From an optimization exercise on the open Yosys and OpenROAD flow, aimed at a short achievable clock period and few clock cycles; shortcuts taken in it are not production practice.
Only simulation tests tie the RTL to the original design; equivalence was not proved.

// cpuTop
module cpuTop #(
	parameter int imemAddrWidth = 6,
	parameter int dmemAddrWidth = 6
) (
	input logic clk,
	input logic reset,
	input logic progWrite,
	input logic [imemAddrWidth-1:0] progAddr,
	input logic [cpuPkg::dataWidth-1:0] progData,
	output logic wbValid,
	output logic [cpuPkg::regAddrWidth-1:0] wbReg,
	output logic [cpuPkg::dataWidth-1:0] wbData,
	output logic cpuDone
);
Size: roughly 18000 cells after synthesis.
clock: 7.0 ns
lec_check: 0
abc_clock_period_in_ps: 2200
cap_margin: 20
cell_pad_in_sites_detail_placement: 1
cell_pad_in_sites_global_placement: 2
core_margin: 2
core_utilization: 50
cts_cluster_diameter: 80
cts_cluster_size: 20
setup_slack_margin: 4.1
slew_margin: 20
run.sh (not shown) runs the stock make flow with config.mk's settings and CLKGATE_MAP_FILE= SYNTH_SCRIPT=/design/flow/synth_recipe.tcl, a recipe that flattens the netlist after the stock synthesis.
Testbench counts at the start, summed over its fixed seeds: cycles 78,103.
Then changed:
--- a/flow/design.v
+++ b/flow/design.v
@@ -153,21 +153,18 @@
 	logic e2w, e2halt, e2ld;
 	logic [4:0] e2d;
 	logic e3w, e3halt;
 	logic [4:0] e3d;
 	logic [31:0] e3data, e3load, e3alu;
 	logic e3ld;
 	assign e3data = e3ld ? e3load : e3alu;
-	logic [5:0] wp, rp, used, usedQ;
+	logic [5:0] wp, rp, used;
 	logic queueFull;
 	assign used = (wp - rp) + 6'(e1w) + 6'(e2w) + 6'(e3w);
-	always_ff @(posedge clk) begin
-		usedQ <= used;
-	end
-	assign queueFull = usedQ >= 6'd31;
+	assign queueFull = used[5];
 	assign hazard = (dUseRs && ((e1w && e1d == dRs) || (e2w && e2d == dRs) || (e3w && e3d == dRs))) ||
 		(dUseRt && ((e1w && e1d == dRt) || (e2w && e2d == dRt) || (e3w && e3d == dRt))) ||
 		(dWrites && queueFull);
 	assign issue = dv && !hazard;
 	assign dLoad = !dv || !hazard;
 	always_ff @(posedge clk) begin
 		if (restart) begin
@@ -224,15 +221,15 @@
 			end else if (e3wOH[i]) begin
 				regs[i] <= e3data;
 			end
 		end
 	end
 	logic [31:0] e1a, e1b, e1sd;
 	logic [14:0] e1imm;
-	logic e1sub, e1bSign, e1selSum, e1selSlt, e1selAnd, e1selOr, e1selXor, e1selLui;
+	logic e1cin, e1bSign, e1selSum, e1selSlt, e1selAnd, e1selOr, e1selXor, e1selLui;
 	always_ff @(posedge clk) begin
 		if (restart) begin
 			e1w <= 1'b0;
 			e1halt <= 1'b0;
 			e1st <= 1'b0;
 		end else begin
 			e1w <= issue && dWrites;
@@ -243,39 +240,41 @@
 	always_ff @(posedge clk) begin
 		e1d <= dDest;
 		e1ld <= dLw;
 		e1imm <= dImm;
 		e1a <= rsVal;
 		e1sd <= rtVal;
 		e1bSign <= dAlu ? rtVal[31] : dImm[14];
-		e1b <= dAlu ? rtVal : {{17{dImm[14]}}, dImm};
-		e1sub <= dAlu && (dFn == 4'd1 || dFn == 4'd5);
+		if (dAlu && (dFn == 4'd1 || dFn == 4'd5)) begin
+			e1b <= ~rtVal;
+			e1cin <= 1'b1;
+		end else begin
+			e1b <= dAlu ? rtVal : {{17{dImm[14]}}, dImm};
+			e1cin <= 1'b0;
+		end
 		e1selSum <= dAddi || (dAlu && (dFn == 4'd0 || dFn == 4'd1));
 		e1selSlt <= dAlu && dFn == 4'd5;
 		e1selAnd <= dAlu && dFn == 4'd2;
 		e1selOr <= dAlu && dFn == 4'd3;
 		e1selXor <= dAlu && dFn == 4'd4;
 		e1selLui <= dLui;
 	end
-	logic [16:0] e1loA, e1loS;
-	logic [15:0] e1hiA0, e1hiA1, e1hiS0, e1hiS1;
+	logic [16:0] e1lo;
+	logic [15:0] e1hi0, e1hi1;
 	logic [31:0] e1logic;
 	logic [7:0] e1byte;
-	assign e1loA = {1'b0, e1a[15:0]} + {1'b0, e1b[15:0]};
-	assign e1loS = {1'b0, e1a[15:0]} + {1'b0, ~e1b[15:0]} + 17'd1;
-	assign e1hiA0 = e1a[31:16] + e1b[31:16];
-	assign e1hiA1 = e1a[31:16] + e1b[31:16] + 16'd1;
-	assign e1hiS0 = e1a[31:16] + ~e1b[31:16];
-	assign e1hiS1 = e1a[31:16] + ~e1b[31:16] + 16'd1;
+	assign e1lo = {1'b0, e1a[15:0]} + {1'b0, e1b[15:0]} + {16'd0, e1cin};
+	assign e1hi0 = e1a[31:16] + e1b[31:16];
+	assign e1hi1 = e1a[31:16] + e1b[31:16] + 16'd1;
 	assign e1logic = ({32{e1selAnd}} & (e1a & e1b)) | ({32{e1selOr}} & (e1a | e1b)) |
 		({32{e1selXor}} & (e1a ^ e1b)) | ({32{e1selLui}} & {e1imm, 17'd0});
 	assign e1byte = e1a[7:0] + e1imm[7:0];
 	logic [31:0] dmem [64];
-	logic [15:0] e2loA, e2loS, e2hiA0, e2hiA1, e2hiS0, e2hiS1;
-	logic e2cA, e2cS, e2sub, e2selSum, e2selSlt, e2aSign, e2bSign;
+	logic [15:0] e2lo, e2hi0, e2hi1;
+	logic e2c, e2selSum, e2selSlt, e2aSign, e2bSign;
 	logic [31:0] e2logic, e2sd;
 	logic [7:0] e2aLo, e2aHi;
 	logic [63:0] e2stOH;
 	always_ff @(posedge clk) begin
 		if (restart) begin
 			e2w <= 1'b0;
 			e2halt <= 1'b0;
@@ -283,23 +282,18 @@
 			e2w <= e1w;
 			e2halt <= e1halt;
 		end
 	end
 	always_ff @(posedge clk) begin
 		e2d <= e1d;
 		e2ld <= e1ld;
-		e2loA <= e1loA[15:0];
-		e2cA <= e1loA[16];
-		e2loS <= e1loS[15:0];
-		e2cS <= e1loS[16];
-		e2hiA0 <= e1hiA0;
-		e2hiA1 <= e1hiA1;
-		e2hiS0 <= e1hiS0;
-		e2hiS1 <= e1hiS1;
-		e2sub <= e1sub;
+		e2lo <= e1lo[15:0];
+		e2c <= e1lo[16];
+		e2hi0 <= e1hi0;
+		e2hi1 <= e1hi1;
 		e2logic <= e1logic;
 		e2selSum <= e1selSum;
 		e2selSlt <= e1selSlt;
 		e2aSign <= e1a[31];
 		e2bSign <= e1bSign;
 		e2sd <= e1sd;
 		for (int i = 0; i < 8; i++) begin
@@ -315,15 +309,15 @@
 			if (e2stOH[i]) begin
 				dmem[i] <= e2sd;
 			end
 		end
 	end
 	logic [31:0] e2sum, e2alu, e2load;
 	logic e2lt;
-	assign e2sum = e2sub ? {e2cS ? e2hiS1 : e2hiS0, e2loS} : {e2cA ? e2hiA1 : e2hiA0, e2loA};
+	assign e2sum = {e2c ? e2hi1 : e2hi0, e2lo};
 	assign e2lt = (e2aSign != e2bSign) ? e2aSign : e2sum[31];
 	assign e2alu = ({32{e2selSum}} & e2sum) | {31'd0, e2selSlt & e2lt} | e2logic;
 	always_comb begin
 		e2load = '0;
 		for (int h = 0; h < 8; h++) begin
 			logic [31:0] row;
 			row = '0;
The changed run passed the timing, design-rule and antenna checks. Global-route usage fell by 0.16 points. Non-clock buffer count rose by 19. Worst setup slack got worse by 0.055 ns. Critical path depth fell by 3. Routed wire length fell slightly. Worst hold slack got worse by 0.0046 ns. Final area fell slightly.
Testbench counts after the change, summed over its fixed seeds: cycles 78,103.

port drivers added, routing unchanged:
In the flow no input, the clock included, has a driving cell. The finished layouts below were timed again as built, in two steps.
Step 1 (the two cells are an assumption about what drives the block):
set clk [get_ports {clk}]
set_driving_cell -lib_cell sky130_fd_sc_hd__clkbuf_16 $clk
set_driving_cell -lib_cell sky130_fd_sc_hd__buf_2 [delete_from_list [all_inputs] $clk]
Step 2 adds t to the input delays and takes it off the output delays; t is the mean of the earliest and latest rising clock arrival at the registers after step 1. Input paths then give back, and output paths get back, about the clock's delay inside the block.
a / b / c = ideal / step 1 / step 2; a / b = the first two.
run	t (ns)	setup WS [ns]	worst setup path after step 2	slew at the worst register clock pin (ns)
the first run	1.183	3.816 / 3.816 / 3.101	input to register	0.10 / 0.10
the second run	1.163	3.760 / 3.760 / 2.731	input to register	0.10 / 0.10
After both steps every run listed still meets setup and hold. For the second run, which loses most, drivers alone change the setup slack by 0.000 ns; drivers and shift together by -1.029 ns.
